Background: an optimization exercise with open tools, aiming at small area, a short achievable clock period and few clock cycles per item. Do not read the settings as production practice.
RTL that was checked went through simulation tests only; none was proved equivalent to the original.
Function not checked in run 1: the RTL went through the layout flow alone.

$ cat flow/config.mk
export PLATFORM = sky130hd
export DESIGN_NAME = load_average_core_count_governor_top
export DESIGN_NICKNAME = load_average_core_count_governor_top
export VERILOG_FILES = /design/flow/design.v
export SDC_FILE = /design/flow/constraint.sdc
export NUM_CORES = 4
export LEC_CHECK = 0
export CAP_MARGIN = 20
export CORE_MARGIN = 2
export CORE_UTILIZATION = 40
export CTS_CLUSTER_DIAMETER = 100
export CTS_CLUSTER_SIZE = 20
export SETUP_SLACK_MARGIN = 2.8
export SLEW_MARGIN = 20
export TNS_END_PERCENT = 5
$ cat flow/constraint.sdc
create_clock -name core_clock -period 6.5 [get_ports {clk}]
set_input_delay 1.3000 -clock core_clock [delete_from_list [all_inputs] [get_ports {clk}]]
set_output_delay 1.3000 -clock core_clock [all_outputs]
set_load 0.01 [all_outputs]
$ cat flow/design.v
package lacg_pkg;
    localparam int DEF_HISTORY_DEPTH = 8;
    localparam int DEF_NUM_CORES     = 4;
    localparam int LOAD_UNIT         = 100;
    localparam int ALL_LOAD_PER_CORE = 120;
    localparam int DEFAULT_INTERVAL  = 20;
endpackage
module load_average_core_count_governor_top #(
    parameter int HISTORY_DEPTH = lacg_pkg::DEF_HISTORY_DEPTH,
    parameter int NUM_CORES     = lacg_pkg::DEF_NUM_CORES
) (
    input  logic        clk,
    input  logic        rst_n,
    input  logic        evt_valid,
    output logic        evt_ready,
    input  logic [1:0]  evt_func,
    input  logic [9:0]  evt_run_count,
    input  logic [3:0]  evt_cores_online,
    input  logic        evt_offline_pending,
    input  logic        evt_screen_suspended,
    output logic        res_valid,
    input  logic        res_ready,
    output logic [2:0]  res_action,
    output logic        res_cancel_offline,
    output logic        res_start_unpause_timer,
    output logic [22:0] res_next_delay,
    output logic [16:0] res_average_load,
    output logic        res_paused_now,
    output logic        res_boost_now,
    input  logic        cfg_valid,
    output logic        cfg_ready,
    input  logic [2:0]  cfg_index,
    input  logic [15:0] cfg_data
);
    assign cfg_ready = 1'b1;
    logic        en_r;
    logic [3:0]  lo_r;
    logic [2:0]  hi_r;
    logic [15:0] ivl_r;
    logic [3:0]  scale_r;
    logic [9:0]  raise_r;
    logic [9:0]  lower_r;
    always_ff @(posedge clk or negedge rst_n) begin
        if (!rst_n) begin
            en_r    <= 1'b0;
            lo_r    <= 4'd2;
            hi_r    <= 3'd4;
            ivl_r   <= 16'd20;
            scale_r <= 4'd2;
            raise_r <= 10'd200;
            lower_r <= 10'd50;
        end else if (cfg_valid) begin
            case (cfg_index)
                3'd0: en_r    <= cfg_data[0];
                3'd1: lo_r    <= (cfg_data[3:0] == 4'd0) ? 4'd1 : cfg_data[3:0];
                3'd2: hi_r    <= (cfg_data[3:0] > 4'd4) ? 3'd4 : cfg_data[2:0];
                3'd3: ivl_r   <= (cfg_data == 16'd0) ? 16'd20 : cfg_data;
                3'd4: scale_r <= cfg_data[3:0];
                3'd5: raise_r <= cfg_data[9:0];
                3'd6: lower_r <= cfg_data[9:0];
                default: ;
            endcase
        end
    end
    typedef struct packed {
        logic       samp;    
        logic       bst;     
        logic       unp;     
        logic [9:0] run;
        logic [3:0] c;       
        logic       pend;
    } ev_t;
    ev_t  e_q;
    logic ve_q, vp_q, vr_q;
    logic vq_q;
    logic adv, acc;
    assign adv       = !vr_q || res_ready;
    assign acc       = evt_valid && adv;
    assign evt_ready = adv;
    assign res_valid = vr_q;
    always_ff @(posedge clk or negedge rst_n) begin
        if (!rst_n) begin
            vp_q <= 1'b0;
            vq_q <= 1'b0;
            vr_q <= 1'b0;
        end else if (adv) begin
            vp_q <= ve_q;
            vq_q <= vp_q;
            vr_q <= vq_q;
        end
    end
    assign ve_q     = evt_valid;
    assign e_q.samp = (evt_func == 2'd0) && en_r;
    assign e_q.bst  = (evt_func == 2'd1) && en_r && !evt_screen_suspended;
    assign e_q.unp  = (evt_func == 2'd2);
    assign e_q.run  = evt_run_count;
    assign e_q.c    = (evt_cores_online == 4'd0) ? 4'd1 : evt_cores_online;
    assign e_q.pend = evt_offline_pending;
    logic [9:0]  ring [8];
    logic [2:0]  cnt_q;
    logic        full_q;
    logic [12:0] sum_q;
    logic [9:0]  old;
    logic        upd;
    logic [12:0] su_s, su_c, sum_n;
    assign su_s  = sum_q ^ {3'd0, e_q.run} ^ {3'h7, ~old};
    assign su_c  = {(sum_q[11:0] & {2'd0, e_q.run}) | (sum_q[11:0] & {2'h3, ~old}) |
                    ({2'd0, e_q.run} & {2'h3, ~old}), 1'b1};
    assign sum_n = su_s + su_c;
    assign upd = adv && ve_q && e_q.samp;
    assign old = full_q ? ring[7] : 10'd0;
    always_ff @(posedge clk or negedge rst_n) begin
        if (!rst_n) begin
            cnt_q  <= 3'd0;
            full_q <= 1'b0;
            sum_q  <= 13'd0;
        end else if (upd) begin
            cnt_q  <= cnt_q + 3'd1;
            if (cnt_q == 3'd7) full_q <= 1'b1;
            sum_q  <= sum_n;
        end
    end
    always_ff @(posedge clk) begin
        if (upd) begin
            ring[0] <= e_q.run;
            for (int i = 1; i < 8; i++) ring[i] <= ring[i-1];
        end
    end
    function automatic logic [23:0] mul4(input logic [19:0] a, input logic [3:0] b);
        logic [23:0] r0, r1, r2, r3, s1, c1, s2, c2;
        r0 = b[0] ? {4'd0, a}       : 24'd0;
        r1 = b[1] ? {3'd0, a, 1'd0} : 24'd0;
        r2 = b[2] ? {2'd0, a, 2'd0} : 24'd0;
        r3 = b[3] ? {1'd0, a, 3'd0} : 24'd0;
        s1 = r0 ^ r1 ^ r2;
        c1 = ((r0 & r1) | (r0 & r2) | (r1 & r2)) << 1;
        s2 = s1 ^ c1 ^ r3;
        c2 = ((s1 & c1) | (s1 & r3) | (c1 & r3)) << 1;
        mul4 = s2 + c2;
    endfunction
    logic [11:0] raise3;
    logic [11:0] r3_n;
    logic [23:0] lc_full, y_full;
    logic [3:0]  sel;
    assign raise3  = {2'd0, raise_r} + {1'b0, raise_r, 1'b0};
    always_comb begin
        case (e_q.c[1:0])
            2'd1:    r3_n = {2'd0, raise_r};
            2'd2:    r3_n = {1'b0, raise_r, 1'b0};
            default: r3_n = raise3;
        endcase
    end
    assign lc_full = mul4({10'd0, lower_r}, e_q.c);
    assign y_full  = mul4({4'd0, ivl_r}, e_q.c);
    assign sel     = (scale_r == 4'd0) ? e_q.c : scale_r;
    typedef struct packed {
        logic        samp;
        logic        bst;
        logic        unp;
        logic        pend;
        logic        hgc;    
        logic        c1;     
        logic        logc;   
        logic [11:0] r3;     
        logic [13:0] lc;     
        logic [19:0] y;      
        logic        neg0, one0, two0;
        logic        neg1, one1, two1;
        logic        d2;
    } p_t;
    p_t p_q;
    always_ff @(posedge clk) begin
        if (adv) begin
            p_q.samp <= e_q.samp;
            p_q.bst  <= e_q.bst;
            p_q.unp  <= e_q.unp;
            p_q.pend <= e_q.pend;
            p_q.hgc  <= {1'b0, hi_r} > e_q.c;
            p_q.c1   <= e_q.c == 4'd1;
            p_q.logc <= lo_r < e_q.c;
            p_q.r3   <= r3_n;
            p_q.lc   <= lc_full[13:0];
            p_q.y    <= y_full[19:0];
            p_q.neg0 <= sel[1];
            p_q.one0 <= sel[0];
            p_q.two0 <= sel[1] && !sel[0];
            p_q.neg1 <= sel[3];
            p_q.one1 <= sel[2] ^ sel[1];
            p_q.two1 <= (sel[3] && !sel[2] && !sel[1]) || (!sel[3] && sel[2] && sel[1]);
            p_q.d2   <= sel[3];
        end
    end
    logic [16:0] avg;
    logic [17:0] t25;
    logic [19:0] x_raise, x_lower;
    logic        a_all, c_raise, c_lower;
    logic [23:0] m0, m1, b0, b1, b2, prod;
    logic [22:0] dsat;
    logic [19:0] ta, tb, r1, xs1, xc1, ys, yc;
    assign ta      = {2'd0, {1'b0, sum_q, 4'd0} ^ {2'd0, sum_q, 3'd0} ^ {5'd0, sum_q}};
    assign tb      = {2'd0, (({1'b0, sum_q, 4'd0} & {2'd0, sum_q, 3'd0}) | ({1'b0, sum_q, 4'd0} & {5'd0, sum_q}) |
                             ({2'd0, sum_q, 3'd0} & {5'd0, sum_q})) << 1};
    assign t25     = ta[17:0] + tb[17:0];
    assign avg     = t25[17:1];
    assign r1      = ~{7'd0, p_q.r3, 1'b0};
    assign xs1     = ta ^ tb ^ r1;
    assign xc1     = {((ta & tb) | (ta & r1) | (tb & r1)), 1'b1};
    assign x_raise = xs1 + xc1;
    assign ys      = ta ^ tb ^ ~{5'd0, p_q.lc, 1'b1};
    assign yc      = {((ta & tb) | (ta & ~{5'd0, p_q.lc, 1'b1}) | (tb & ~{5'd0, p_q.lc, 1'b1})), 1'b0};
    assign x_lower = ys + yc;
    assign a_all   = sum_q >= 13'd39;
    assign c_raise = !x_raise[19];
    assign c_lower = x_lower[19];
    assign m0   = p_q.two0 ? {3'd0, p_q.y, 1'b0} : p_q.one0 ? {4'd0, p_q.y} : 24'd0;
    assign m1   = p_q.two1 ? {3'd0, p_q.y, 1'b0} : p_q.one1 ? {4'd0, p_q.y} : 24'd0;
    assign b0   = p_q.neg0 ? ~m0 : m0;
    assign b1   = {(p_q.neg1 ? ~m1[21:0] : m1[21:0]), 1'b0, p_q.neg0};
    assign b2   = {(p_q.d2 ? p_q.y : 20'd0), 1'b0, p_q.neg1, 2'd0};
    logic [23:0] bs, bc;
    assign bs   = b0 ^ b1 ^ b2;
    assign bc   = {((b0 & b1) | (b0 & b2) | (b1 & b2)), 1'b0};
    assign prod = bs + bc;
    typedef struct packed {
        logic        samp;
        logic        bst;
        logic        unp;
        logic        pend;
        logic        hgc;
        logic        c1;
        logic        all;    
        logic        one;    
        logic        low;    
        logic [16:0] avg;
        logic [23:0] prod;
    } q_t;
    q_t   q_q;
    always_ff @(posedge clk) begin
        if (adv) begin
            q_q.samp <= p_q.samp;
            q_q.bst  <= p_q.bst;
            q_q.unp  <= p_q.unp;
            q_q.pend <= p_q.pend;
            q_q.hgc  <= p_q.hgc;
            q_q.c1   <= p_q.c1;
            q_q.all  <= a_all && p_q.hgc;
            q_q.one  <= c_raise && p_q.hgc;
            q_q.low  <= c_lower && p_q.logc;
            q_q.avg  <= avg;
            q_q.prod <= prod;
        end
    end
    assign dsat = q_q.prod[23] ? 23'h7FFFFF : q_q.prod[22:0];
    logic        paused_q, boost_q;
    logic        paused_n, boost_n;
    logic [2:0]  act_n;
    logic        can_n, tmr_n, d_ivl, d_sat;
    always_comb begin
        paused_n = paused_q;
        boost_n  = boost_q;
        act_n    = 3'd0;
        can_n    = 1'b0;
        tmr_n    = 1'b0;
        d_ivl    = 1'b0;
        d_sat    = 1'b0;
        if (q_q.samp) begin
            if (q_q.all) begin
                paused_n = 1'b1;
                can_n    = q_q.pend;
                act_n    = 3'd1;
            end else if (paused_q) begin
                act_n    = 3'd4;
                d_ivl    = 1'b1;
            end else if (q_q.one) begin
                can_n    = q_q.pend;
                act_n    = 3'd2;
            end else begin
                d_sat    = 1'b1;
                if (q_q.low) begin
                    boost_n = 1'b0;
                    if (!q_q.pend) act_n = 3'd3;
                end
            end
        end else if (q_q.bst) begin
            if (!boost_q && q_q.hgc) begin
                boost_n = 1'b1;
                if (q_q.c1) begin
                    can_n    = 1'b1;
                    paused_n = 1'b1;
                    act_n    = 3'd2;
                    tmr_n    = 1'b1;
                end else if (q_q.pend) begin
                    can_n    = 1'b1;
                    paused_n = 1'b1;
                    tmr_n    = 1'b1;
                    d_ivl    = 1'b1;
                end
            end
        end else if (q_q.unp) begin
            paused_n = 1'b0;
        end
    end
    always_ff @(posedge clk or negedge rst_n) begin
        if (!rst_n) begin
            paused_q <= 1'b1;
            boost_q  <= 1'b0;
        end else if (adv && vq_q) begin
            paused_q <= paused_n;
            boost_q  <= boost_n;
        end
    end
    logic [2:0]  act_q;
    logic        can_q, tmr_q;
    logic [22:0] dly_q;
    logic [16:0] avg_q;
    always_ff @(posedge clk) begin
        if (adv) begin
            act_q <= act_n;
            can_q <= can_n;
            tmr_q <= tmr_n;
            dly_q <= d_sat ? dsat : d_ivl ? {7'd0, ivl_r} : 23'd0;
            avg_q <= q_q.avg;
        end
    end
    assign res_action              = act_q;
    assign res_cancel_offline      = can_q;
    assign res_start_unpause_timer = tmr_q;
    assign res_next_delay          = dly_q;
    assign res_average_load        = avg_q;
    assign res_paused_now          = paused_q;
    assign res_boost_now           = boost_q;
endmodule
$ cat flow/run.sh
#!/bin/bash
# synth_recipe.tcl (not shown) runs the flow's synth.tcl, then flattens the netlist and writes it again
# the make line also repeats each setting of config.mk as NAME=value (left out here)
make -C /OpenROAD-flow-scripts/flow DESIGN_CONFIG=/design/flow/config.mk WORK_HOME=/design/flow/orfs CLKGATE_MAP_FILE= SYNTH_SCRIPT=/design/flow/synth_recipe.tcl finish
==> results of run 1 <==
worst register-to-register path: stages (launching register included):
cell and delay, ps:
edfxtp_1 330, buf_4 340, clkinv_1 370, xnor2_1 260, fa_1 540, inv_1 40, ha_1 360, and3_1 220
a221oi_2 330, a21oi_1 190, a41oi_2 260, o21ai_1 120, a21o_1 190, a21oi_1 170, xnor2_1 100
worst paths after layout:
kind                                startpoint         end  slack [ps]  depth (start not counted)
max in group asynchronous                rst_n        vq_q        4940                          1
max                        evt_cores_online[1]     p_q[21]        2250                         17
min reg2reg                         ring[5][9]  ring[6][9]         410                          0
min in group asynchronous                rst_n   ivl_r[15]         890                          1
max reg2reg                             p_q[6]     q_q[23]        2430                         14
min                                 ring[5][9]  ring[6][9]         410                          0
routing by layer:
layer  vias to the layer above  part of all wire [%]  GRT usage (%)
met2                       236                    43           25.1
met3                        42                   4.3           1.89
met4                         0                   1.7           3.74
met1                      6094                    51           25.9
li1                       6061                     -              -
met5                         -                     0              0
layout by cell type (no fill, tap or decap), types with 36 or more instances in the layout:
cell type	n
edfxtp_1	234
mux2_2	43
o21ai_0	76
xor2_1	36
nand2_1	163
ha_1	138
a21oi_1	73
and2_1	72
fa_1	106
dfrtp_1	58
inv_1	196
nor2_1	83
clkdlybuf4s50_1	85
xnor2_1	73
final cells by class:
cell class | count | area, um2
fill | 4343 | 25700
inverter | 202 | 771
tap | 615 | 769
clock buffer | 31 | 531
sequential | 304 | 8790
multi-input combinational | 1157 | 9910
clock inverter | 3 | 30.0
timing repair inverter | 1 | 6.26
timing repair buffer | 130 | 1250
flip-flops by register name, indices dropped and copies added, names as in the netlist, 3 cells and up:
register  cells
lo_r          4
avg_q        17
hi_r          3
scale_r       4
p_q          59
ring         80
sum_q        13
ivl_r        16
lower_r      10
dly_q        23
q_q          50
raise_r      10
act_q         3
cnt_q         3
kinds of logic after synthesis:
kind of cell	count (synthesis)
AOI/OAI and AO/OA	308
xor gates and xnor gates	109
adders and majority gates	263
buffers and inverters	248
DFF	304
muxes	49
other	1
and+or+nand+nor	425
per-stage QoR:
step                      area [um2]  hold WS, ps
after floorplan                19500          400
after global placement         21000          402
after detailed placement       21000          405
after CTS                      22000          418
after global routing           22100          427
final                          22100          415
timing repair:
action	in CTS	in global routing
endpoints found under the setup margin	52	43
pin swaps	48	8
setup buffers	22	5
cloned	3	0
gates resized for setup	67	9
==> results.py, run 1 <==
metrics = {
    "timing": {
        "finalCriticalPeriod_ps": 4250,
        "worst_pin_slew_ps": 1050,
        "rsz0062_at_grt": "true",
        "setup_slack_ps": 2250,
        "skew_ps": 20.3,
        "slew-limit-headroom_pct": 30.3,
        "slew_viol_final": 0,
        "finalSetupViolCount": 0,
        "hold_violations": 0,
        "fin_crit_sh_pct": 65.3,
        "max_freq_mhz": 236,
        "fin_setup_tns_ps": 0,
    },
    "run": {
        "max_cap_viol_count": 0,
    },
    "global_routing": {
        "grtUsageTotal_pct": 16.7,
        "antenna_found_initial": 0,
        "grt_pass1_wl_um": 66900,
        "grt_pass1_vias": 12300,
        "grt_overflow": 0,
        "grt_max_degree": 89,
    },
    "synth": {
        "ys.flop_type": "edfxtp_1",
        "synth_area_um2": 19300,
        "yosysTopAreaCell": "edfxtp_1",
        "synth_edf_count": 234,
        "synth.area.mux_share_pct": 2.84,
        "ys_warn_count": 2,
        "synth_compound_area_share_pct": 10.1,
        "ys_seq_area_share_pct": 45.5,
        "yosys-top-cells-area": "edfxtp_1 (36%), fa_1 (11%), ha_1 (9.9%), dfrtp_1 (7.5%), inv_1 (3.9%)",
        "synth.distinct_cells": 69,
        "syn_avg_cell_area_um2": 11.3,
        "synth_commonest_cells": "edfxtp_1 (234), inv_1 (200), nand2_1 (166)",
        "synthSimpleGateAreaFrac_pct": 10.5,
        "syn_nets": 2012,
        "synth_seq_cells": 304,
        "synth_top_area_share_pct": 36.3,
        "synth_cells": 1707,
        "async_reset_ff_share_pct": 23.0,
        "yosys.area_share.adder_pct": 21.3,
        "synth_xor_area_share_pct": 4.94,
        "synth_top_family_by_area": "adder cells",
        "post-synth-top-count-cell": "edfxtp_1",
    },
    "placement": {
        "io_buffers": 90,
        "dp.cells": 2379,
        "pre_cts_ws_ps": 763,
        "gp_congestion": 0.838,
        "hpwl_um": 30100,
    },
    "floorplanning": {
        "start_util_pct": 40.5,
        "ios": 92,
        "num_rows": 80,
        "core_um2": 47700,
        "die_y_um": 224,
        "die_x_um": 224,
        "die_area_um2": 50100,
    },
    "worst_setup_path": {
        "cp_slowest_cell": "fa_1",
        "crit_chain": "buf_8, nor3_4, nor2_4, inv_8, nand2_4, fa_1, inv_1, fa_1, ha_1, a21o_1, a21oi_2, o211ai_1, a31o_4, a21oi_2, o21bai_1, a21o_1, xor2_1",
        "critPathMaxFanout": 7,
        "max_stage_delay_ps": 490,
        "worstPathArrival_ps": 4540,
        "start_kind": "primary input",
        "cp.required_ps": 6800,
        "worstSetupEndpointType": "register",
        "crit_buf_inv": 3,
        "cp_top_family": "adder cells",
        "worstSetupPathType": "in -> reg",
    },
    "layout": {
        "antenna_cells": 0,
        "fin_nets": 2120,
        "final_util_pct": 46.2,
        "fin_cells": 2443,
        "syn_to_final_growth_pct": 14.0,
        "drive_gt1_share_pct": 10.4,
    },
    "status": {
        "run_status": "complete, no violations",
    },
    "detailed_routing": {
        "firstDrtPassIters": 5,
        "viasPerCell": 5.09,
        "avgRoutedWirePerCell_um": 16.9,
        "drtIter0Drc": 874,
        "drt-total-wl_um": 41300,
        "ant_nets": 0,
        "drc_errors": 0,
        "vias": 12400,
    },
    "clocking": {
        "clk_latency_ps": 540,
        "cts_tree": "built",
        "holdBufCountCts": 0,
        "clk_pin_slew_ps": 90,
        "cts-buffers-inserted": 19,
        "cts_buffer_depth": 3,
        "cts-root-buf": "clkbuf_16",
        "htree_levels": 1,
        "cts.sink_count": 304,
    },
    "worst_hold_path": {
        "hp-class": "reg -> reg",
    },
}
==> inputs of run 2 (changes only) <==
--- a/flow/design.v
+++ b/flow/design.v
@@ -80,22 +80,27 @@
     assign res_valid = vr_q;
     always_ff @(posedge clk or negedge rst_n) begin
         if (!rst_n) begin
+            ve_q <= 1'b0;
             vp_q <= 1'b0;
             vq_q <= 1'b0;
             vr_q <= 1'b0;
         end else if (adv) begin
+            ve_q <= evt_valid;
             vp_q <= ve_q;
             vq_q <= vp_q;
             vr_q <= vq_q;
         end
     end
-    assign ve_q     = evt_valid;
-    assign e_q.samp = (evt_func == 2'd0) && en_r;
-    assign e_q.bst  = (evt_func == 2'd1) && en_r && !evt_screen_suspended;
-    assign e_q.unp  = (evt_func == 2'd2);
-    assign e_q.run  = evt_run_count;
-    assign e_q.c    = (evt_cores_online == 4'd0) ? 4'd1 : evt_cores_online;
-    assign e_q.pend = evt_offline_pending;
+    always_ff @(posedge clk) begin
+        if (adv) begin
+            e_q.samp <= (evt_func == 2'd0) && en_r;
+            e_q.bst  <= (evt_func == 2'd1) && en_r && !evt_screen_suspended;
+            e_q.unp  <= (evt_func == 2'd2);
+            e_q.run  <= evt_run_count;
+            e_q.c    <= (evt_cores_online == 4'd0) ? 4'd1 : evt_cores_online;
+            e_q.pend <= evt_offline_pending;
+        end
+    end
     logic [9:0]  ring [8];
     logic [2:0]  cnt_q;
     logic        full_q;
@@ -138,18 +143,8 @@
         c2 = ((s1 & c1) | (s1 & r3) | (c1 & r3)) << 1;
         mul4 = s2 + c2;
     endfunction
-    logic [11:0] raise3;
-    logic [11:0] r3_n;
     logic [23:0] lc_full, y_full;
     logic [3:0]  sel;
-    assign raise3  = {2'd0, raise_r} + {1'b0, raise_r, 1'b0};
-    always_comb begin
-        case (e_q.c[1:0])
-            2'd1:    r3_n = {2'd0, raise_r};
-            2'd2:    r3_n = {1'b0, raise_r, 1'b0};
-            default: r3_n = raise3;
-        endcase
-    end
     assign lc_full = mul4({10'd0, lower_r}, e_q.c);
     assign y_full  = mul4({4'd0, ivl_r}, e_q.c);
     assign sel     = (scale_r == 4'd0) ? e_q.c : scale_r;
@@ -161,7 +156,7 @@
         logic        hgc;    
         logic        c1;     
         logic        logc;   
-        logic [11:0] r3;     
+        logic [1:0]  cl;     
         logic [13:0] lc;     
         logic [19:0] y;      
         logic        neg0, one0, two0;
@@ -178,7 +173,7 @@
             p_q.hgc  <= {1'b0, hi_r} > e_q.c;
             p_q.c1   <= e_q.c == 4'd1;
             p_q.logc <= lo_r < e_q.c;
-            p_q.r3   <= r3_n;
+            p_q.cl   <= e_q.c[1:0];
             p_q.lc   <= lc_full[13:0];
             p_q.y    <= y_full[19:0];
             p_q.neg0 <= sel[1];
@@ -196,16 +191,19 @@
     logic        a_all, c_raise, c_lower;
     logic [23:0] m0, m1, b0, b1, b2, prod;
     logic [22:0] dsat;
-    logic [19:0] ta, tb, r1, xs1, xc1, ys, yc;
+    logic [19:0] ta, tb, r1, r2, xs1, xc1, xs2, xc2, ys, yc;
     assign ta      = {2'd0, {1'b0, sum_q, 4'd0} ^ {2'd0, sum_q, 3'd0} ^ {5'd0, sum_q}};
     assign tb      = {2'd0, (({1'b0, sum_q, 4'd0} & {2'd0, sum_q, 3'd0}) | ({1'b0, sum_q, 4'd0} & {5'd0, sum_q}) |
                              ({2'd0, sum_q, 3'd0} & {5'd0, sum_q})) << 1};
     assign t25     = ta[17:0] + tb[17:0];
     assign avg     = t25[17:1];
-    assign r1      = ~{7'd0, p_q.r3, 1'b0};
+    assign r1      = p_q.cl[0] ? ~{9'd0, raise_r, 1'b0} : 20'hFFFFF;
+    assign r2      = p_q.cl[1] ? ~{8'd0, raise_r, 2'd0} : 20'hFFFFF;
     assign xs1     = ta ^ tb ^ r1;
     assign xc1     = {((ta & tb) | (ta & r1) | (tb & r1)), 1'b1};
-    assign x_raise = xs1 + xc1;
+    assign xs2     = xs1 ^ xc1 ^ r2;
+    assign xc2     = {((xs1 & xc1) | (xs1 & r2) | (xc1 & r2)), 1'b1};
+    assign x_raise = xs2 + xc2;
     assign ys      = ta ^ tb ^ ~{5'd0, p_q.lc, 1'b1};
     assign yc      = {((ta & tb) | (ta & ~{5'd0, p_q.lc, 1'b1}) | (tb & ~{5'd0, p_q.lc, 1'b1})), 1'b0};
     assign x_lower = ys + yc;
--- a/flow/config.mk
+++ b/flow/config.mk
@@ -7,9 +7,10 @@
 export LEC_CHECK = 0
 export CAP_MARGIN = 20
 export CORE_MARGIN = 2
-export CORE_UTILIZATION = 40
+export CORE_UTILIZATION = 60
 export CTS_CLUSTER_DIAMETER = 100
 export CTS_CLUSTER_SIZE = 20
-export SETUP_SLACK_MARGIN = 2.8
+export PLACE_DENSITY = 0.75
+export SETUP_SLACK_MARGIN = 3.0
 export SLEW_MARGIN = 20
 export TNS_END_PERCENT = 5
==> run 2 against run 1 <==
Net effect:
- still clean
- global-route usage rose by 7.3 points
- utilization grew 23 points
- non-clock buffer count up 20
- cell count shrank 6.5%
- cell area up 1.1%
- via count rose by 3.9%
- sequential cell count rose by 9
- critical path type is now reg -> reg
==> results.py, run 2 <==
metrics = {
    "worst_setup_path": {
        "worstSetupEndpointType": "register",
        "worstSetupPathType": "reg -> reg",
        "r2r_start": "e_q[2]",
        "reg2reg_to": "p_q[23]",
        "start_kind": "register",
        "cp.required_ps": 6780,
        "cp-startpoint": "e_q[2]",
        "critPathMaxFanout": 6,
        "rr_worst_depth": 14,
        "crit_path_end": "p_q[23]",
        "worstPathArrival_ps": 3960,
        "r2r_slack_ps": 2810,
    },
    "floorplanning": {
        "die_area_um2": 34100,
        "die_y_um": 185,
        "core_um2": 32300,
        "start_util_pct": 60.6,
        "die_x_um": 185,
        "ios": 92,
        "num_rows": 66,
    },
    "timing": {
        "rsz0062_at_grt": "true",
        "fin_crit_sh_pct": 56.8,
        "skew_ps": 28.7,
        "slew-limit-headroom_pct": 37.6,
        "slew_viol_final": 0,
        "finalSetupViolCount": 0,
        "max_freq_mhz": 271,
        "fin_setup_tns_ps": 0,
        "worst_pin_slew_ps": 936,
        "hold_violations": 0,
        "finalCriticalPeriod_ps": 3690,
    },
    "run": {
        "max_cap_viol_count": 0,
    },
    "layout": {
        "top_register": "ring",
        "final_util_pct": 69.1,
        "final_common_cell": "edfxtp_1",
        "mostFrequentLayoutCells": "edfxtp_1 (242), inv_1 (181), nand2_1 (163), ha_1 (143), fa_1 (97)",
        "n_fill_cell": 2365,
        "top_regs": "ring: 80 flops, q_q: 50 flops, p_q: 49 flops",
        "fin_cells": 2284,
        "fin_nets": 2128,
        "largest_reg_flops": 80,
        "drive_gt1_share_pct": 12.2,
        "syn_to_final_growth_pct": 14.0,
    },
    "clocking": {
        "cts_tree": "built",
        "clk_latency_ps": 530,
        "clk_pin_slew_ps": 90,
        "cts-buffers-inserted": 19,
        "htree_levels": 1,
        "cts_buffer_depth": 3,
        "cts.sink_count": 313,
        "cts-root-buf": "clkbuf_16",
    },
    "synth": {
        "synth_cells": 1703,
        "synth_commonest_cells": "edfxtp_1 (242), inv_1 (189), nand2_1 (165)",
        "synth_seq_cells": 313,
        "yosysTopAreaCell": "edfxtp_1",
        "synth.distinct_cells": 69,
        "synth_top_area_share_pct": 37.2,
        "ys.flop_type": "edfxtp_1",
        "synth_area_um2": 19600,
        "ys_warn_count": 2,
        "post-synth-top-count-cell": "edfxtp_1",
        "async_reset_ff_share_pct": 22.7,
        "synth_edf_count": 242,
        "yosys-top-cells-area": "edfxtp_1 (37%), fa_1 (11%), ha_1 (9.6%), dfrtp_1 (7.5%), inv_1 (3.6%)",
        "ys_seq_area_share_pct": 46.3,
        "syn_avg_cell_area_um2": 11.5,
        "syn_nets": 2003,
    },
    "detailed_routing": {
        "drtIter0Drc": 1095,
        "vias": 12900,
        "firstDrtPassIters": 5,
        "ant_nets": 0,
        "viasPerCell": 5.65,
        "drc_errors": 0,
        "avgRoutedWirePerCell_um": 18.4,
        "drt-total-wl_um": 42000,
    },
    "worst_hold_path": {
        "hp-class": "reg -> reg",
    },
    "status": {
        "run_status": "complete, no violations",
    },
    "placement": {
        "dp.cells": 2196,
        "hpwl_um": 28600,
        "gp_congestion": 0.877,
        "io_buffers": 90,
    },
    "global_routing": {
        "grt_pass1_vias": 12400,
        "grtUsageTotal_pct": 24.0,
        "antenna_found_initial": 2,
        "grt_pass1_wl_um": 64200,
        "grt_max_degree": 73,
        "grt_overflow": 0,
    },
}
==> run 2: cell types whose count changed after synthesis, moves of 5 or more <==
cell,delta
xnor2_1,+8
maj3_1,+6
edfxtp_1,+8
nor2_1,-11
xor2_1,-6
a21o_1,-5
a21oi_1,-18
nor3_1,+9
nand2b_1,+9
a31oi_1,+5
o21a_1,+5
inv_1,-11
a2111oi_0,+6
==> run 2: kinds of logic after synthesis <==
kind of cell,Yosys count,share of synthesized area (%)
AO/OA/AOI/OAI,298,9.84
XOR/XNOR,111,4.97
adder cells (fa/ha/maj),264,21.0
buffers and inverters,238,4.61
flip-flops,313,46.3
multiplexers,44,2.53
other,1,0.0192
AND/OR/NAND/NOR,434,10.8
==> run 2: layout make-up <==
class	instances	area, um2	share of cell area [%]
tap	442	553	2.48
clock inverter	2	17.5	0.0785
antenna	1	2.50	0.0112
sequential	313	9070	40.6
clock buffer	32	524	2.35
multi-input combinational	1154	9900	44.4
inverter	190	718	3.22
timing repair buffer	150	1530	6.85
==> run 2: through the flow <==
| step | cell area [um2] | setup slack [ps] | hold WS, ps |
|---|---|---|---|
| 3_3_place_gp | 20900 | 1860 | 401 |
| 6_report | 22300 | 2810 | 417 |
| 5_1_grt | 22300 | 2650 | 425 |
| 3_5_place_dp | 20900 | 1860 | 405 |
| 2_1_floorplan | 19600 | 2930 | 400 |
| 4_1_cts | 21700 | 2810 | 420 |
==> run 2: worst min-delay path by stage <==
| stage | start | end | slack, ps | depth (start not counted) |
|---|---|---|---|---|
| detailed placement | q_q[39] | avg_q[15] | 400 | 0 |
| global placement | ring[6][1] | ring[7][1] | 400 | 0 |
| finish | ring[4][4] | ring[5][4] | 420 | 0 |
| CTS | ring[4][4] | ring[5][4] | 420 | 0 |
| global route | ring[2][9] | ring[3][9] | 420 | 0 |
| floorplan | q_q[24] | avg_q[0] | 400 | 0 |
==> run 2: worst max-delay path: stages (launching register included) <==
cell and delay [ps]:
edfxtp_1 430, buf_4 170, clkbuf_16 150, nand2_1 70, fa_1 510, inv_1 60, fa_1 490, ha_1 230
a21o_1 210, a21o_1 190, a21oi_1 220, o21ai_1 150, o31ai_2 290, nor2b_2 190, xnor2_1 70
==> run 2: per-layer routing <==
metal  track usage (%)  vias up  wire [um]
met5                 0        -          0
met4              4.19        0        612
met3              3.79       47       2920
met2              37.0      404      18800
met1              36.7     6342      19600
li1                  -     6119          -
==> run 2: repair_timing <==
item / 4_1_cts / 5_1_grt
pin swaps: 1 / 35
hold buffers: 0 / 0
gates cloned: 2 / 6
buffers inserted: 21 / 24
endpoints found under the setup margin: 155 / 71
resized for setup: 31 / 60
Testbench counts of run 2, summed over its fixed seeds: cycles 12,192, events 12,000.
==> inputs of run 3 (changes only) <==
--- a/flow/config.mk
+++ b/flow/config.mk
@@ -7,10 +7,10 @@
 export LEC_CHECK = 0
 export CAP_MARGIN = 20
 export CORE_MARGIN = 2
-export CORE_UTILIZATION = 60
+export CORE_UTILIZATION = 55
 export CTS_CLUSTER_DIAMETER = 100
 export CTS_CLUSTER_SIZE = 20
-export PLACE_DENSITY = 0.75
-export SETUP_SLACK_MARGIN = 3.0
+export PLACE_DENSITY = 0.7
+export SETUP_SLACK_MARGIN = 3.4
 export SLEW_MARGIN = 20
 export TNS_END_PERCENT = 5
==> run 3 against run 2 <==
Net effect:
- worst hold slack worse by 5.8 ps
- via count increased by 1.6%
- cell count grew 2.7%
- area after synthesis unchanged
- non-clock buffer count up 42
- clock-buffer cell count is the same
- die area up 8.9%
- utilization fell by 3.5 points
- cell area is 3.8% higher
- critical path type unchanged
- critical endpoint is now p_q[20]
==> results.py, run 3 <==
metrics = {
    "synth": {
        "synth.area.mux_share_pct": 2.53,
        "synth_seq_cells": 313,
        "ys.flop_type": "edfxtp_1",
        "synth_xor_area_share_pct": 4.97,
        "synth_edf_count": 242,
        "synth_area_um2": 19600,
        "synth_commonest_cells": "edfxtp_1 (242), inv_1 (189), nand2_1 (165)",
        "ys_warn_count": 2,
        "yosys-top-cells-area": "edfxtp_1 (37%), fa_1 (11%), ha_1 (9.6%), dfrtp_1 (7.5%), inv_1 (3.6%)",
        "ys_seq_area_share_pct": 46.3,
        "syn_nets": 2003,
        "yosys.area_share.adder_pct": 21.0,
        "synth_top_family_by_area": "adder cells",
        "synth_top_area_share_pct": 37.2,
        "post-synth-top-count-cell": "edfxtp_1",
        "syn_avg_cell_area_um2": 11.5,
        "async_reset_ff_share_pct": 22.7,
        "synth_cells": 1703,
        "yosysTopAreaCell": "edfxtp_1",
        "synthSimpleGateAreaFrac_pct": 10.8,
        "synth_compound_area_share_pct": 9.84,
        "synth.distinct_cells": 69,
    },
    "clocking": {
        "cts.sink_count": 313,
        "clk_pin_slew_ps": 90,
        "cts-buffers-inserted": 19,
        "cts_buffer_depth": 3,
        "holdBufCountCts": 0,
        "cts_tree": "built",
        "htree_levels": 1,
        "cts-root-buf": "clkbuf_16",
        "clk_latency_ps": 540,
    },
    "timing": {
        "max_freq_mhz": 279,
        "hold_violations": 0,
        "skew_ps": 38.4,
        "finalCriticalPeriod_ps": 3580,
        "rsz0062_at_grt": "true",
        "slew-limit-headroom_pct": 35.4,
        "fin_crit_sh_pct": 55.1,
        "fin_setup_tns_ps": 0,
        "slew_viol_final": 0,
        "worst_pin_slew_ps": 964,
        "finalSetupViolCount": 0,
    },
    "layout": {
        "fin_area_um2": 23200,
        "top_register": "ring",
        "syn_to_final_growth_pct": 18.4,
        "drive_gt1_share_pct": 18.3,
        "fin_nets": 2170,
        "largest_reg_flops": 80,
        "final_common_cell": "edfxtp_1",
        "mostFrequentLayoutCells": "edfxtp_1 (242), inv_1 (174), nand2_1 (156), ha_1 (123), fa_1 (95)",
        "top_regs": "ring: 80 flops, q_q: 50 flops, p_q: 49 flops",
    },
    "worst_hold_path": {
        "min-delay-start": "ring[5][2]",
        "hp-class": "reg -> reg",
        "hold_depth": 0,
    },
    "floorplanning": {
        "start_util_pct": 55.4,
        "die_y_um": 193,
        "die_area_um2": 37100,
        "ios": 92,
        "num_rows": 69,
        "die_x_um": 193,
        "core_um2": 35300,
    },
    "worst_setup_path": {
        "worstPathArrival_ps": 3840,
        "cp.required_ps": 6750,
        "worstSetupPathType": "reg -> reg",
        "crit_path_end": "p_q[20]",
        "start_kind": "register",
        "cp-startpoint": "e_q[1]",
        "worstSetupEndpointType": "register",
        "r2r_start": "e_q[1]",
        "critPathMaxFanout": 5,
        "r2r_slack_ps": 2920,
        "reg2reg_to": "p_q[20]",
        "rr_worst_depth": 14,
    },
    "global_routing": {
        "grt_overflow": 0,
        "grt_pass1_wl_um": 68600,
        "grtUsageTotal_pct": 23.7,
        "grt_max_degree": 76,
        "antenna_found_initial": 2,
        "grt_pass1_vias": 13100,
    },
    "detailed_routing": {
        "drc_errors": 0,
        "vias": 13100,
        "avgRoutedWirePerCell_um": 18.4,
        "firstDrtPassIters": 6,
        "drtIter0Drc": 1200,
        "viasPerCell": 5.59,
        "ant_nets": 0,
        "drt-total-wl_um": 43200,
    },
    "status": {
        "run_status": "complete, no violations",
    },
    "placement": {
        "io_buffers": 90,
        "gp_congestion": 0.898,
        "hpwl_um": 29200,
        "dpl_cell_area_um2": 21000,
    },
    "run": {
        "max_cap_viol_count": 0,
    },
}
## run 3: cell counts after synthesis
No cell type changed its count.
## run 3: repair_timing
item                       in CTS  in global routing
gates cloned                    5                  1
buffers inserted               69                 23
hold endpoints to repair        0                  0
gates resized for setup       119                 72
setup endpoints to repair     154                148
pin swaps                      66                 56
## run 3: worst min-delay path by stage
| stage | slack, ps | endpoint |
|---|---|---|
| detailed placement | 400 | avg_q[1] |
| CTS | 410 | ring[6][2] |
| global placement | 400 | ring[5][2] |
| global route | 410 | avg_q[12] |
| floorplan | 400 | avg_q[0] |
| finish | 410 | ring[6][2] |
## run 3: per-stage QoR
step | hold WS, ps | setup slack, ps | cells | utilization, %
floorplan | 400 | 3030 | 1703 | -
global placement | 401 | 1830 | 2212 | 59.4
detailed placement | 405 | 1830 | 2212 | 59.4
CTS | 413 | 2940 | 2320 | 64.1
global route | 415 | 2730 | 2344 | 65.6
finish | 411 | 2920 | 2346 | 65.6
## run 3: per-layer routing
layer  vias up  routed length, um  global-route usage [%]
met4         0                682                    4.70
met5         -                  0                       0
met1      6499              20400                    35.8
met2       381              19300                    36.4
met3        53               2840                    3.62
li1       6190                  -                       -
## run 3: critical path, cell delays in order, from the launching register on
cell,delay (ps)
edfxtp_1,500
buf_12,190
nand2_4,50
fa_1,430
fa_1,510
inv_2,50
ha_4,160
fa_2,340
a21o_1,180
a21oi_2,180
nor2b_2,90
o221ai_4,240
nand2b_1,90
a21oi_1,190
xnor2_1,110
## run 3: final cells by class
cell class,count,area [um2]
repair buffers,192,1830
fillers,2678,12200
well taps,461,577
clock buffers,32,526
clock inverters,2,17.5
flip-flops and latches,313,9070
diodes,2,5.00
multi-input cells,1154,10400
inverters,190,727
## run 3: kinds of logic (layout without fill, tap and decap cells)
group,count (synthesis),after routing
muxes,44,44
DFF,313,313
xor gates and xnor gates,111,111
adders and majority gates,264,264
and+or+nand+nor,434,436
buffers and inverters,238,416
other,1,3
AOI/OAI and AO/OA,298,298
==> inputs of run 4 (changes only) <==
--- a/flow/config.mk
+++ b/flow/config.mk
@@ -7,10 +7,9 @@
 export LEC_CHECK = 0
 export CAP_MARGIN = 20
 export CORE_MARGIN = 2
-export CORE_UTILIZATION = 55
+export CORE_UTILIZATION = 40
 export CTS_CLUSTER_DIAMETER = 100
 export CTS_CLUSTER_SIZE = 20
-export PLACE_DENSITY = 0.7
-export SETUP_SLACK_MARGIN = 3.4
+export SETUP_SLACK_MARGIN = 3.6
 export SLEW_MARGIN = 20
 export TNS_END_PERCENT = 5
==> run 4 against run 3 <==
Net effect:
- worst hold slack improved by 1.4 ps
- first-iteration DRC count fell by 22%
- sequential cell count did not move
- non-clock buffer count rose by 7
- critical path type unchanged
- synthesized cell count did not move
- cell count rose by 7.2%
- register-to-register slack improved by 60 ps
==> results.py, run 4 <==
metrics = {
    "status": {
        "run_status": "complete, no violations",
    },
    "layout": {
        "mostFrequentLayoutCells": "edfxtp_1 (242), inv_1 (172), nand2_1 (160), ha_1 (125), fa_1 (96)",
        "fin_area_um2": 23500,
        "final_common_cell": "edfxtp_1",
        "final_util_pct": 48.2,
        "top_register": "ring",
        "drive_gt1_share_pct": 18.6,
        "fin_nets": 2179,
        "fin_cells": 2516,
        "antenna_cells": 0,
        "largest_reg_flops": 80,
        "syn_to_final_growth_pct": 19.9,
        "top_regs": "ring: 80 flops, q_q: 50 flops, p_q: 49 flops",
    },
    "detailed_routing": {
        "avgRoutedWirePerCell_um": 18.0,
        "ant_nets": 0,
        "drtIter0Drc": 932,
        "viasPerCell": 5.16,
        "drc_errors": 0,
        "drt-total-wl_um": 45200,
        "firstDrtPassIters": 5,
        "vias": 13000,
    },
    "global_routing": {
        "grt_max_degree": 95,
        "grt_pass1_wl_um": 72600,
        "antenna_found_initial": 2,
        "grt_overflow": 0,
        "grt_pass1_vias": 13300,
        "grtUsageTotal_pct": 18.1,
    },
    "run": {
        "max_cap_viol_count": 0,
    },
    "worst_setup_path": {
        "worstSetupEndpointType": "register",
        "crit_buf_inv": 2,
        "cp.required_ps": 6770,
        "max_stage_delay_ps": 530,
        "cp_slowest_cell": "fa_1",
        "cp-startpoint": "sum_q[5]",
        "worstPathArrival_ps": 3800,
        "crit_chain": "fa_2, fa_1, inv_2, fa_1, inv_2, ha_4, a21o_1, a21o_1, a21oi_2, nand2b_1, o21ai_2, a31oi_1",
        "critPathMaxFanout": 3,
        "r2r_start": "sum_q[5]",
        "start_kind": "register",
        "cp_top_family": "adder cells",
        "worstSetupPathType": "reg -> reg",
    },
    "floorplanning": {
        "core_um2": 48600,
        "ios": 92,
        "start_util_pct": 40.2,
        "die_area_um2": 50700,
        "die_y_um": 225,
        "die_x_um": 225,
        "num_rows": 81,
    },
    "placement": {
        "io_buffers": 90,
        "gp_congestion": 0.868,
        "dp.cells": 2371,
        "hpwl_um": 30700,
        "dpl_cell_area_um2": 21200,
        "pre_cts_ws_ps": 1780,
    },
    "timing": {
        "hold_violations": 0,
        "fin_setup_tns_ps": 0,
        "whs_ps": 412,
        "max_freq_mhz": 283,
        "finalSetupViolCount": 0,
        "finalCriticalPeriod_ps": 3530,
        "rsz0062_at_grt": "true",
        "fin_crit_sh_pct": 54.3,
        "slew-limit-headroom_pct": 38.6,
        "worst_pin_slew_ps": 916,
        "slew_viol_final": 0,
        "skew_ps": 19.2,
        "setup_slack_ps": 2970,
    },
    "clocking": {
        "clk_latency_ps": 550,
        "cts.sink_count": 313,
        "cts-buffers-inserted": 21,
        "cts_tree": "built",
        "holdBufCountCts": 0,
        "cts_buffer_depth": 3,
        "htree_levels": 1,
        "cts-root-buf": "clkbuf_16",
        "clk_pin_slew_ps": 90,
    },
    "synth": {
        "syn_nets": 2003,
        "synth_commonest_cells": "edfxtp_1 (242), inv_1 (189), nand2_1 (165)",
        "synth_area_um2": 19600,
        "synth.distinct_cells": 69,
        "ys_seq_area_share_pct": 46.3,
        "yosys-top-cells-area": "edfxtp_1 (37%), fa_1 (11%), ha_1 (9.6%), dfrtp_1 (7.5%), inv_1 (3.6%)",
        "post-synth-top-count-cell": "edfxtp_1",
        "ys_warn_count": 2,
        "async_reset_ff_share_pct": 22.7,
        "synth_edf_count": 242,
        "ys.flop_type": "edfxtp_1",
        "yosysTopAreaCell": "edfxtp_1",
        "synth_cells": 1703,
        "synth_top_area_share_pct": 37.2,
        "synth_seq_cells": 313,
        "syn_avg_cell_area_um2": 11.5,
    },
    "worst_hold_path": {
        "hp-class": "reg -> reg",
        "min-delay-start": "ring[2][0]",
    },
}
[run 4: cell count changes in the layout (fill, tap and decap cells not counted), sizes merged]
| cell | previous run | this run |
|---|---|---|
| bufbuf | 1 | 0 |
| inv | 188 | 194 |
| diode | 2 | 0 |
| clkbuf | 33 | 32 |
| buf | 101 | 110 |
| clkinvlp | 3 | 1 |
[run 4: final cells by class]
class,instances,area (um2)
Fill cell,4366,25200
Inverter,190,732
Sequential cell,313,9070
Tap cell,622,778
Timing Repair Buffer,199,1820
Clock buffer,32,588
Clock inverter,6,57.6
Multi-Input combinational cell,1154,10400
[run 4: path summary, 6_finish.rpt]
kind                               to  cells past startpoint  slack [ps]
setup / recovery              q_q[42]                     12        2970
hold / removal             ring[3][0]                      0         410
setup reg to reg              q_q[42]                     12        2970
hold reg to reg            ring[3][0]                      0         410
max in group asynchronous    sum_q[5]                      2        4790
min in group asynchronous   ivl_r[11]                      1         580
[run 4: kinds of logic after synthesis]
kind of cell / synth area share (%)
simple gates: 10.8
flops: 46.3
compound gates: 9.84
fa+ha+maj: 21.0
buf+inv: 4.61
xor+xnor: 4.97
mux: 2.53
other cells: 0.0192
[run 4: per-layer routing]
layer / part of all wire, % / up-vias / track usage, %
met5: 0 / - / 0
met2: 45 / 260 / 28.7
met3: 4.5 / 58 / 2.65
li1: - / 6224 / -
met4: 1.7 / 0 / 3.70
met1: 49 / 6448 / 26.7
[run 4: what timing repair did]
item,CTS,global route
pin swaps,91,38
endpoints found under the setup margin,279,213
gates cloned,4,0
setup buffers,84,19
resized for setup,136,51
==> inputs of run 5 (changes only) <==
--- a/flow/config.mk
+++ b/flow/config.mk
@@ -10,6 +10,7 @@
 export CORE_UTILIZATION = 40
 export CTS_CLUSTER_DIAMETER = 100
 export CTS_CLUSTER_SIZE = 20
-export SETUP_SLACK_MARGIN = 3.6
+export GPL_TIMING_DRIVEN = 1
+export SETUP_SLACK_MARGIN = 3.4
 export SLEW_MARGIN = 20
 export TNS_END_PERCENT = 5
==> run 5 against run 4 <==
Net effect:
- still clean on timing, DRC and antenna
- cell count decreased by 0.99%
- synthesized cell count unchanged
- cell area decreased by 1.8%
==> results.py, run 5 <==
metrics = {
    "clocking": {
        "cts-buffers-inserted": 20,
        "cts_tree": "built",
        "cts-root-buf": "clkbuf_16",
        "clk_pin_slew_ps": 90,
        "cts.sink_count": 313,
        "holdBufCountCts": 0,
        "cts_buffer_depth": 3,
        "clk_latency_ps": 550,
        "htree_levels": 1,
    },
    "placement": {
        "gp_congestion": 0.869,
        "hpwl_um": 30500,
        "io_buffers": 90,
    },
    "floorplanning": {
        "ios": 92,
        "start_util_pct": 40.2,
        "num_rows": 81,
        "die_x_um": 225,
        "core_um2": 48600,
        "die_y_um": 225,
        "die_area_um2": 50700,
    },
    "detailed_routing": {
        "ant_nets": 0,
        "viasPerCell": 5.12,
        "avgRoutedWirePerCell_um": 17.5,
        "vias": 12800,
        "firstDrtPassIters": 5,
        "drtIter0Drc": 816,
        "drc_errors": 0,
        "drt-total-wl_um": 43700,
    },
    "synth": {
        "synth.distinct_cells": 69,
        "yosys-top-cells-area": "edfxtp_1 (37%), fa_1 (11%), ha_1 (9.6%), dfrtp_1 (7.5%), inv_1 (3.6%)",
        "ys.flop_type": "edfxtp_1",
        "synth_cells": 1703,
        "yosysTopAreaCell": "edfxtp_1",
        "synth_seq_cells": 313,
        "synth_area_um2": 19600,
        "syn_nets": 2003,
        "synth_top_area_share_pct": 37.2,
        "syn_avg_cell_area_um2": 11.5,
        "post-synth-top-count-cell": "edfxtp_1",
        "synth_commonest_cells": "edfxtp_1 (242), inv_1 (189), nand2_1 (165)",
        "ys_warn_count": 2,
        "async_reset_ff_share_pct": 22.7,
        "ys_seq_area_share_pct": 46.3,
        "synth_edf_count": 242,
    },
    "status": {
        "run_status": "complete, no violations",
    },
    "worst_setup_path": {
        "cp.required_ps": 6780,
        "cp_top_family": "adder cells",
        "rr_worst_depth": 14,
        "max_stage_delay_ps": 510,
        "critPathMaxFanout": 15,
        "crit_chain": "buf_12, nand2_1, fa_1, fa_1, inv_1, ha_2, fa_2, a21o_1, a21oi_2, nor2b_1, o221ai_2, a21oi_2, a31oi_1, a31oi_1",
        "worstPathArrival_ps": 3840,
        "worstSetupPathType": "reg -> reg",
        "r2r_slack_ps": 2940,
        "cp_slowest_cell": "fa_1",
        "crit_buf_inv": 2,
        "worstSetupEndpointType": "register",
        "cp.depth": 14,
        "reg2reg_to": "p_q[26]",
        "start_kind": "register",
        "r2r_start": "e_q[3]",
    },
    "layout": {
        "n_fill_cell": 4363,
        "final_util_pct": 47.3,
        "final_common_cell": "edfxtp_1",
        "mostFrequentLayoutCells": "edfxtp_1 (242), inv_1 (176), nand2_1 (163), ha_1 (131), fa_1 (97)",
        "top_register": "ring",
        "top_regs": "ring: 80 flops, q_q: 50 flops, p_q: 49 flops",
        "drive_gt1_share_pct": 16.2,
        "seqCellArea_um2": 9060,
        "syn_to_final_growth_pct": 17.8,
        "largest_reg_flops": 80,
        "fin_nets": 2154,
        "multi_input_area_um2": 10200,
    },
    "timing": {
        "finalSetupViolCount": 0,
        "fin_crit_sh_pct": 54.8,
        "rsz0062_at_grt": "true",
        "slew-limit-headroom_pct": 34.7,
        "skew_ps": 24.0,
        "hold_violations": 0,
        "fin_setup_tns_ps": 0,
        "max_freq_mhz": 281,
        "slew_viol_final": 0,
        "finalCriticalPeriod_ps": 3560,
        "worst_pin_slew_ps": 974,
        "whs_ps": 415,
    },
    "global_routing": {
        "grt_pass1_vias": 13000,
        "grt_pass1_wl_um": 70600,
        "grt_max_degree": 69,
        "grtUsageTotal_pct": 17.6,
        "antenna_found_initial": 0,
        "grt_overflow": 0,
    },
    "run": {
        "max_cap_viol_count": 0,
    },
    "worst_hold_path": {
        "hold_end": "ring[5][1]",
        "min-delay-start": "ring[4][1]",
        "hold_depth": 0,
        "hp-class": "reg -> reg",
    },
}
==> run 5: cell count changes in the layout (fill, tap and decap cells not counted), moves of 3 or more <==
cell,change
buf_4,-22
nand2_1,+3
ha_1,+6
ha_4,-8
dfrtp_2,-4
inv_1,+4
o21ai_0,+3
inv_6,-3
dfrtp_1,+4
==> run 5: worst max-delay path by stage <==
stage | startpoint | endpoint
detailed placement | res_ready | ring[7][9]
finish | e_q[3] | p_q[26]
CTS | ivl_r[2] | p_q[26]
global placement | p_q[1] | q_q[21]
global route | e_q[1] | p_q[38]
floorplan | e_q[1] | p_q[18]
==> run 5: kinds of logic after synthesis <==
| family | synth area share, % |
|---|---|
| buffers and inverters | 4.61 |
| multiplexers | 2.53 |
| adder cells (fa/ha/maj) | 21.0 |
| AO/OA/AOI/OAI | 9.84 |
| AND/OR/NAND/NOR | 10.8 |
| other | 0.0192 |
| flip-flops | 46.3 |
| XOR/XNOR | 4.97 |
==> run 5: layout make-up <==
| cell class | instances | area share [%] |
|---|---|---|
| Antenna cell | 1 | 0.0109 |
| Clock buffer | 32 | 2.46 |
| Clock inverter | 4 | 0.190 |
| Inverter | 190 | 3.13 |
| Multi-Input combinational cell | 1154 | 44.3 |
| Sequential cell | 313 | 39.4 |
| Tap cell | 622 | 3.38 |
| Timing Repair Buffer | 175 | 7.20 |
==> run 5: stage by stage <==
stage,cells,area [um2],worst slack [ps]
after floorplan,1703,19700,3030
after CTS,2479,22900,2910
after detailed placement,2373,21200,1820
final,2491,23000,2940
after global routing,2490,23000,2760
after global placement,2373,21200,1780
==> run 5: worst reg2reg max path, stage by stage (launching register included) <==
cell,delay [ps]
edfxtp_1,380
buf_12,160
nand2_1,90
fa_1,510
fa_1,490
inv_1,40
ha_2,180
fa_2,370
a21o_1,190
a21oi_2,150
nor2b_1,90
o221ai_2,250
a21oi_2,120
a31oi_1,160
a31oi_1,110
==> run 5: layer usage <==
layer  track usage [%]  wire (um)  vias to the layer above
li1                  -          -                     6156
met1              26.3      21500                     6302
met2              27.5      19300                      243
met3              1.92       1800                       51
met4              4.53        988                        0
met5                 0          0                        -
==> run 5: timing repair <==
item | in CTS | in global routing
buffers inserted | 67 | 11
cloned | 3 | 0
endpoints found under the setup margin | 204 | 146
resized for setup | 128 | 26
pin swaps | 60 | 18
==> inputs of run 6 (changes only) <==
--- a/flow/config.mk
+++ b/flow/config.mk
@@ -9,8 +9,7 @@
 export CORE_MARGIN = 2
 export CORE_UTILIZATION = 40
 export CTS_CLUSTER_DIAMETER = 100
-export CTS_CLUSTER_SIZE = 20
-export GPL_TIMING_DRIVEN = 1
+export CTS_CLUSTER_SIZE = 25
 export SETUP_SLACK_MARGIN = 3.4
 export SLEW_MARGIN = 20
 export TNS_END_PERCENT = 5
==> run 6 against run 5 <==
Net effect:
- via count up 0.73%
- global-route usage up 0.19 points
- cell area increased by 1.1%
- utilization is 0.54 points higher
- sequential cell count unchanged
- clock skew is 2.7 ps higher
- setup slack worse by 78 ps
- clock-buffer cell count is 8 lower
==> results.py, run 6 <==
metrics = {
    "synth": {
        "yosys-top-cells-area": "edfxtp_1 (37%), fa_1 (11%), ha_1 (9.6%), dfrtp_1 (7.5%), inv_1 (3.6%)",
        "synth_edf_count": 242,
        "synth.distinct_cells": 69,
        "syn_avg_cell_area_um2": 11.5,
        "synth_commonest_cells": "edfxtp_1 (242), inv_1 (189), nand2_1 (165)",
        "synth_cells": 1703,
        "synth_seq_cells": 313,
        "yosysTopAreaCell": "edfxtp_1",
        "synth_area_um2": 19600,
        "ys_seq_area_share_pct": 46.3,
        "syn_nets": 2003,
        "ys.flop_type": "edfxtp_1",
        "ys_warn_count": 2,
        "async_reset_ff_share_pct": 22.7,
        "post-synth-top-count-cell": "edfxtp_1",
        "synth_top_area_share_pct": 37.2,
    },
    "clocking": {
        "holdBufCountCts": 0,
        "cts_buffer_depth": 3,
        "cts-root-buf": "clkbuf_16",
        "htree_levels": 1,
        "cts-buffers-inserted": 17,
        "cts.sink_count": 313,
        "cts_tree": "built",
        "clk_latency_ps": 540,
        "clk_pin_slew_ps": 90,
    },
    "worst_setup_path": {
        "cp.required_ps": 6760,
        "worstSetupPathType": "reg -> reg",
        "rr_worst_depth": 15,
        "critPathMaxFanout": 7,
        "worstSetupEndpointType": "register",
        "r2r_start": "e_q[1]",
        "r2r_slack_ps": 2860,
        "reg2reg_to": "p_q[19]",
        "worstPathArrival_ps": 3900,
        "start_kind": "register",
    },
    "detailed_routing": {
        "drtIter0Drc": 965,
        "firstDrtPassIters": 7,
        "viasPerCell": 5.13,
        "drc_errors": 0,
        "ant_nets": 0,
        "drt-total-wl_um": 44100,
        "avgRoutedWirePerCell_um": 17.6,
        "vias": 12800,
    },
    "placement": {
        "hpwl_um": 30500,
        "dp.cells": 2373,
        "gp_congestion": 0.869,
        "io_buffers": 90,
        "dpl_cell_area_um2": 21200,
    },
    "timing": {
        "slew_viol_final": 0,
        "skew_ps": 26.7,
        "hold_violations": 0,
        "rsz0062_at_grt": "true",
        "finalCriticalPeriod_ps": 3640,
        "max_freq_mhz": 275,
        "fin_crit_sh_pct": 56.0,
        "finalSetupViolCount": 0,
        "slew-limit-headroom_pct": 34.1,
        "fin_setup_tns_ps": 0,
        "worst_pin_slew_ps": 983,
    },
    "layout": {
        "mostFrequentLayoutCells": "edfxtp_1 (242), inv_1 (176), nand2_1 (154), ha_1 (125), fa_1 (95)",
        "drive_gt1_share_pct": 18.5,
        "fin_area_um2": 23300,
        "syn_to_final_growth_pct": 19.1,
        "top_regs": "ring: 80 flops, q_q: 50 flops, p_q: 49 flops",
        "fin_nets": 2170,
        "fin_cells": 2504,
        "largest_reg_flops": 80,
        "top_register": "ring",
        "final_common_cell": "edfxtp_1",
    },
    "floorplanning": {
        "core_um2": 48600,
        "die_area_um2": 50700,
        "num_rows": 81,
        "ios": 92,
        "die_y_um": 225,
        "start_util_pct": 40.2,
        "die_x_um": 225,
    },
    "worst_hold_path": {
        "hold_depth": 0,
        "min-delay-start": "ring[3][0]",
        "hp-class": "reg -> reg",
        "hold_end": "ring[4][0]",
    },
    "global_routing": {
        "grt_pass1_vias": 13200,
        "grt_overflow": 0,
        "grtUsageTotal_pct": 17.8,
        "grt_pass1_wl_um": 71400,
        "grt_max_degree": 69,
        "antenna_found_initial": 1,
    },
    "status": {
        "run_status": "complete, no violations",
    },
    "run": {
        "max_cap_viol_count": 0,
    },
}
[run 6: cell counts after synthesis]
Identical to the previous run, type by type.
[run 6: worst max-delay path: stages (launching register included)]
cell and delay (ps):
edfxtp_1 420, buf_12 150, buf_8 120, buf_12 140, nand2_2 60, fa_1 530, inv_1 50, fa_1 490
ha_4 290, inv_1 50, o21a_1 190, buf_4 140, o31a_1 310, o21bai_1 160, a21oi_1 100, xnor2_1 150
[run 6: area by class of cell]
class	count	area (um2)
Antenna cell	2	5.00
Clock buffer	24	452
Clock inverter	5	51.3
Fill cell	4323	25400
Inverter	190	726
Multi-Input combinational cell	1154	10400
Sequential cell	313	9070
Tap cell	622	778
Timing Repair Buffer	194	1840
[run 6: logic make-up after synthesis]
group	count (synthesis)	synth area share (%)
buf+inv	238	4.61
fa+ha+maj	264	21.0
compound gates	298	9.84
simple gates	434	10.8
flops	313	46.3
other cells	1	0.0192
xor+xnor	111	4.97
mux	44	2.53
[run 6: routing by layer]
layer	wire (um)	global-route usage, %
met3	1660	1.79
met1	21600	26.5
met4	888	4.44
met2	19900	28.1
met5	0	0
[run 6: worst max path at each step]
stage	startpoint	endpoint	slack, ps	cells past startpoint
after floorplan	e_q[1]	p_q[18]	3030	15
after global placement	p_q[1]	q_q[21]	1780	13
after detailed placement	res_ready	ring[7][9]	1820	5
after CTS	e_q[1]	p_q[26]	2930	14
after global routing	e_q[1]	p_q[19]	2710	15
final	e_q[1]	p_q[19]	2860	15
[run 6: timing repair]
item / CTS / global route
cloned: 3 / 0
setup buffers: 85 / 12
setup endpoints to repair: 204 / 124
pin swaps: 91 / 47
endpoints found under the hold margin: 0 / 0
gates resized for setup: 153 / 50
[run 6: metrics by stage]
stage / utilization [%] / setup WS [ps] / hold slack, ps
after floorplan: - / 3030 / 400
after global placement: 43.5 / 1780 / 401
after detailed placement: 43.5 / 1820 / 405
after CTS: 47.3 / 2930 / 425
after global routing: 47.9 / 2710 / 430
final: 47.9 / 2860 / 422

re-timing with driven ports:
Ports are ideal in the flow. The routed layouts listed here were re-timed in OpenROAD. Step 1 sets driving cells, clkbuf_16 on the clock port and buf_2 on the other inputs (assumed; they add their load-dependent delay and slew). Step 2 times the ports against the registers' clock, not the clock port: input delays grow and output delays shrink by t, the midpoint of the rising clock arrivals with the driver on. a / b / c = ideal ports / drivers / drivers and shift; a / b = the first two.
run	t (ns)	setup WS [ns]	clock arrival spread, ns	slew at the worst register clock pin (ns)
run 1	0.589	2.254 / 2.275 / 1.687	0.023 / 0.023	0.09 / 0.09
run 2	0.569	2.811 / 2.811 / 2.448	0.030 / 0.030	0.09 / 0.09
run 3	0.571	2.916 / 2.916 / 2.560	0.045 / 0.045	0.09 / 0.09
run 4	0.592	2.971 / 2.971 / 2.569	0.028 / 0.028	0.09 / 0.09
run 5	0.591	2.938 / 2.938 / 2.884	0.024 / 0.024	0.09 / 0.09
run 6	0.579	2.860 / 2.860 / 2.860	0.032 / 0.032	0.10 / 0.10
After both steps setup and hold are still met in every run listed. The setup slack of run 1, which loses most, moves by +0.021 ns with the drivers and by -0.567 ns with both steps.
